Background: an optimization exercise with open tools, aiming at small area and few clock cycles per item. Do not read the settings as production practice. Function was checked by simulation only, so behaviour that the tests miss may differ from the original. Power is estimated from default activity; no workload was simulated.

==> inputs of lagoon <==
==> flow/design.v (excerpt) <==
module temperature_band_statistics (
  input  logic         clk_i,
  input  logic         rst_ni,
  input  logic         in_valid_i,
  output logic         in_ready_o,
  input  logic [16:0]  in_data_i,
  output logic         out_valid_o,
  input  logic         out_ready_i,
  output logic [157:0] out_data_o,
  input  logic         cfg_we_i,
  input  logic [1:0]   cfg_idx_i,
  input  logic [14:0]  cfg_data_i
);
==> flow/config.mk <==
export PLATFORM = sky130hd
export DESIGN_NAME = temperature_band_statistics
export DESIGN_NICKNAME = temperature_band_statistics
export VERILOG_FILES = /design/flow/design.v
export SDC_FILE = /design/flow/constraint.sdc
export NUM_CORES = 4
export LEC_CHECK = 0
export CAP_MARGIN = 20
export CORE_MARGIN = 2
export CORE_UTILIZATION = 75
export SLEW_MARGIN = 20
==> flow/constraint.sdc <==
create_clock -name core_clock -period 6.0 [get_ports {clk_i}]
set_input_delay 1.2000 -clock core_clock [delete_from_list [all_inputs] [get_ports {clk_i}]]
set_output_delay 1.2000 -clock core_clock [all_outputs]
set_load 0.01 [all_outputs]
standard.sh (not shown) runs the stock make flow with config.mk's settings and CLKGATE_MAP_FILE= SYNTH_SCRIPT=/design/flow/synth_recipe.tcl, a recipe that flattens the netlist after the stock synthesis.
==> flow/flow/run.sh <==
#!/bin/bash
# Own flow: the standard layout (standard.sh) with these changes.
#  2. Port buffers use the smallest buffer (buf_1) instead of the one buffer_ports picks.
#  3. The clock tree is built from small clock buffers, without dummy loads.
#  4. Timing-driven global placement does not keep its trial buffering.
#  5. After global routing, ORFS's power recovery downsizes non-critical cells, and
#     flow/post_grt.tcl repairs any slew/capacitance violation that leaves.
# Each tool's output goes to a log file of its own in this folder.
set -euo pipefail
HERE=$(pwd)
RES=$HERE/orfs/results/$FLOW_PLATFORM/temperature_band_statistics/base
YOSYS=${FLOW_HOME}/../tools/install/yosys/bin/yosys
[[ -x $YOSYS ]] || YOSYS=yosys

bash standard.sh synth > standard_synth.log 2>&1

cp $RES/1_2_yosys.v $HERE/synth_standard.v
LIB=${FLOW_HOME}/platforms/sky130hd/lib/sky130_fd_sc_hd__tt_025C_1v80.lib
sed -e "s|@LIB@|$LIB|g" -e "s|@IN@|$HERE/synth_standard.v|g" -e "s|@OUT@|$RES/1_2_yosys.v|g" \
    -e "s|@ABC@|$HERE/flow/area.abc|g" -e "s|@CONSTR@|$HERE/flow/abc.constr|g" \
    flow/remap.ys > remap_run.ys
$YOSYS -s remap_run.ys > remap.log 2>&1
rm -f $RES/1_synth.odb $RES/1_synth.sdc

# Timing-driven placement weights nets by timing but does not keep its trial buffering.
export GPL_KEEP_OVERFLOW=0
export BUFFER_PORTS_ARGS="-buffer_cell sky130_fd_sc_hd__buf_1"
export CTS_ARGS="-sink_clustering_enable -repair_clock_nets -dont_use_dummy_load -buf_list sky130_fd_sc_hd__clkbuf_4 -sink_clustering_size 10 -sink_clustering_max_diameter 40"
# Downsize non-critical cells after global routing (ORFS power recovery).
export RECOVER_POWER=100
# ... then fix any slew/cap violation it leaves (flow/post_grt.tcl).
export POST_GLOBAL_ROUTE_TCL=$HERE/flow/post_grt.tcl
bash standard.sh > standard_make.log 2>&1
==> flow/flow/area.abc <==
strash
dc2
rewrite -z
refactor -z
&get -n
&deepsyn -T 60
&dch -f
&nf -R 1000
&put
==> flow/flow/post_grt.tcl <==
# After ORFS's power recovery (which downsizes cells and may leave slew or capacitance
# violations, e.g. on the reset tree), repair slew/cap again and re-route the nets
# that changed, then rewrite the route guides for detailed routing.
log_cmd estimate_parasitics -global_routing
log_cmd global_route -start_incremental
log_cmd repair_design -slew_margin 20 -cap_margin 20 -verbose
log_cmd detailed_placement
log_cmd global_route -end_incremental
log_cmd estimate_parasitics -global_routing
report_check_types -max_slew -max_capacitance -violators
write_guides $::env(RESULTS_DIR)/route.guide
Other scripts of this flow, unchanged in this note and not shown: flow/flow/abc.constr, flow/flow/remap.ys
==> inputs of pepper, as changes to lagoon <==
==> flow/flow/area.abc (replaced) <==
strash
dc2
rewrite -z
refactor -z
&get -n
&dch -f
&nf -R 1000
&put
--- a/flow/config.mk
+++ b/flow/config.mk
@@ -8,4 +8,4 @@
 export CAP_MARGIN = 20
 export CORE_MARGIN = 2
-export CORE_UTILIZATION = 75
+export CORE_UTILIZATION = 85
 export SLEW_MARGIN = 20
==> inputs of fjord, as changes to lagoon <==
==> flow/flow/run.sh (replaced) <==
#!/bin/bash
set -euo pipefail
HERE=$(pwd)
RES=$HERE/orfs/results/$FLOW_PLATFORM/temperature_band_statistics/base
YOSYS=${FLOW_HOME}/../tools/install/yosys/bin/yosys
[[ -x $YOSYS ]] || YOSYS=yosys

bash standard.sh synth > standard_synth.log 2>&1

cp $RES/1_2_yosys.v $HERE/synth_standard.v
LIB=${FLOW_HOME}/platforms/sky130hd/lib/sky130_fd_sc_hd__tt_025C_1v80.lib
sed -e "s|@LIB@|$LIB|g" -e "s|@IN@|$HERE/synth_standard.v|g" -e "s|@OUT@|$RES/1_2_yosys.v|g" \
    -e "s|@ABC@|$HERE/flow/area.abc|g" -e "s|@CONSTR@|$HERE/flow/abc.constr|g" \
    flow/remap.ys > remap_run.ys
$YOSYS -s remap_run.ys > remap.log 2>&1
rm -f $RES/1_synth.odb $RES/1_synth.sdc

export BUFFER_PORTS_ARGS="-buffer_cell sky130_fd_sc_hd__buf_1"
export CTS_ARGS="-sink_clustering_enable -repair_clock_nets -dont_use_dummy_load -buf_list sky130_fd_sc_hd__clkbuf_4 -sink_clustering_size 10 -sink_clustering_max_diameter 40"
bash standard.sh > standard_make.log 2>&1
==> flow/flow/area.abc (replaced) <==
strash
dc2
&get -n
&dch -f
&nf -R 1000
&put
--- a/flow/config.mk
+++ b/flow/config.mk
@@ -8,4 +8,4 @@
 export CAP_MARGIN = 20
 export CORE_MARGIN = 2
-export CORE_UTILIZATION = 75
+export CORE_UTILIZATION = 40
 export SLEW_MARGIN = 20
removed: flow/flow/post_grt.tcl
==> comparison <==
- lagoon completed without violations. fjord finished with timing, DRC and antenna clean. pepper never finished: it broke off in 3_3_place_gp on GPL-0301.
- Clock skew: fjord is higher than lagoon (53 ps).
- Synthesized cell count: fjord > lagoon > pepper.
- In fjord the total power is higher than in lagoon, by 1.2%.
- Via count: fjord is smaller than lagoon (about 2%).
- Against fjord, the setup slack of lagoon is worse by 410 ps.
- In lagoon the register-to-register slack is worse than in fjord, by 540 ps.
- Of fjord and lagoon, fjord has the higher clock-buffer cell count (gap 6).
Testbench counts of lagoon, summed over its fixed seeds: cycles 32,008, items 32,000.
Testbench counts of pepper, summed over its fixed seeds: cycles 32,008, items 32,000.
Testbench counts of fjord, summed over its fixed seeds: cycles 32,008, items 32,000.

* * *

==> v13 <==
Starting RTL as in the previous note.
export LEC_CHECK = 0
export CAP_MARGIN = 20
export CORE_MARGIN = 2
export CORE_UTILIZATION = 65
export SLEW_MARGIN = 20
create_clock -name core_clock -period 6.0 [get_ports {clk_i}]
==> flow/flow/run.sh <==
#!/bin/bash
set -euo pipefail
HERE=$(pwd)
RES=$HERE/orfs/results/$FLOW_PLATFORM/temperature_band_statistics/base
YOSYS=${FLOW_HOME}/../tools/install/yosys/bin/yosys
[[ -x $YOSYS ]] || YOSYS=yosys

bash standard.sh synth > standard_synth.log 2>&1

cp $RES/1_2_yosys.v $HERE/synth_standard.v
LIB=${FLOW_HOME}/platforms/sky130hd/lib/sky130_fd_sc_hd__tt_025C_1v80.lib
sed -e "s|@LIB@|$LIB|g" -e "s|@IN@|$HERE/synth_standard.v|g" -e "s|@OUT@|$RES/1_2_yosys.v|g" \
    -e "s|@ABC@|$HERE/flow/area.abc|g" -e "s|@CONSTR@|$HERE/flow/abc.constr|g" \
    flow/remap.ys > remap_run.ys
$YOSYS -s remap_run.ys > remap.log 2>&1
rm -f $RES/1_synth.odb $RES/1_synth.sdc

# Timing-driven placement weights nets by timing but does not keep its trial buffering.
export GPL_KEEP_OVERFLOW=0
export BUFFER_PORTS_ARGS="-buffer_cell sky130_fd_sc_hd__buf_1"
export CTS_ARGS="-sink_clustering_enable -repair_clock_nets -dont_use_dummy_load -buf_list sky130_fd_sc_hd__clkbuf_4 -sink_clustering_size 10 -sink_clustering_max_diameter 40"
# Downsize non-critical cells after global routing (ORFS power recovery).
export RECOVER_POWER=100
# ... then fix any slew/cap violation it leaves (flow/post_grt.tcl).
export POST_GLOBAL_ROUTE_TCL=$HERE/flow/post_grt.tcl
bash standard.sh > standard_make.log 2>&1
Other scripts of this flow, unchanged in this note and not shown: flow/flow/abc.constr, flow/flow/area.abc, flow/flow/post_grt.tcl, flow/flow/remap.ys
==> v26: changes against v13 <==
--- a/flow/flow/run.sh
+++ b/flow/flow/run.sh
@@ -1,3 +1,10 @@
 #!/bin/bash
+# Own flow: the standard layout (standard.sh) with these changes.
+#  2. Port buffers use the smallest buffer (buf_1) instead of the one buffer_ports picks.
+#  3. The clock tree is built from small clock buffers, without dummy loads.
+#  4. Timing-driven global placement does not keep its trial buffering.
+#  5. After global routing, ORFS's power recovery downsizes non-critical cells, and
+#     flow/post_grt.tcl repairs any slew/capacitance violation that leaves.
+# Each tool's output goes to a log file of its own in this folder.
 set -euo pipefail
 HERE=$(pwd)
- CORE_UTILIZATION: 65 -> 75
==> results.ini <==
[cells_and_area]
n_clock_buffer = 28
syn2layout_area_growth_pct = 13.5
multi_input_cells = 729
multi_input_area_share_pct = 40.4

[worst_setup_path]
crit_required_ns = 6.58
cp_max_fo = 23

[die]
die-area_um2 = 13700
core_area_um2 = 12600

[sta]
finalCritPeriodShare_pct = 90.3
tightest_slew_ns = 0.993
hold_ws_ns = 0.487

[power]
finalPower_w = 0.00279
clock_power_share_pct = 24.0
power_leakage_nw = 4.04

[routing]
wl_um = 24400
vias = 8753
viasPerCell = 6.31
routed-wl-met3_um = 2270

[status]
outcome = finished clean

[end of results for v26]
==> results.ini <==
[cells_and_area]
multi_input_cells = 731
diodes = 1
final_util_pct = 75.5
regMostFlops = u_cfg.cfg_q
syn2layout_area_growth_pct = 14.0
n_clock_buffer = 31

[yosys]
yosys_warnings = 3

[status]
outcome = finished clean

[routing]
vias = 8542
viasPerCell = 6.08
wl_um = 23800

[worst_setup_path]
cp_max_fo = 8
crit_start = out_ready_i

[power]
finalPower_w = 0.00281
power_leakage_nw = 4.06

[die]
core_area_um2 = 14500
die-area_um2 = 15700

[place]
dp_cells = 1367

[sta]
tightest_slew_ns = 0.949
finalCritPeriodShare_pct = 91.5

[end of results for v13]
Testbench counts of v13, summed over its fixed seeds: cycles 32,008, items 32,000.
Testbench counts of v26, summed over its fixed seeds: cycles 32,008, items 32,000.

## afterwards: timing with drivers on the ports
The results above use ideal ports. As a check the final layouts listed here were re-extracted and re-timed, cells and wires unchanged.
Step 1 sets driving cells, clkbuf_16 on the clock port and buf_2 on the other inputs (assumed; they add their load-dependent delay and slew).
Step 2 times the ports against the registers' clock, not the clock port: input delays grow and output delays shrink by t, the midpoint of the rising clock arrivals with the driver on.
Slacks: no drivers / after step 1 / after step 2; pairs: no drivers / after step 1.
run | t, ns | setup WS [ns] | hold slack, ns | latest minus earliest clock arrival (ns)
lagoon | 0.657 | 0.300 / 0.294 / -0.363 | 0.499 / 0.499 / 0.499 | 0.049 / 0.048
fjord | 0.633 | 0.714 / 0.732 / 0.099 | 0.467 / 0.467 / 0.467 | 0.098 / 0.098
v13 | 0.683 | 0.510 / 0.522 / -0.161 | 0.484 / 0.484 / 0.484 | 0.109 / 0.108
v26 | 0.674 | 0.582 / 0.567 / -0.108 | 0.487 / 0.487 / 0.487 | 0.052 / 0.051
With both steps, setup timing fails in lagoon, v13 and v26, where it was met with ideal ports. For v26, which loses most, drivers alone change the setup slack by -0.015 ns; drivers and shift together by -0.690 ns.
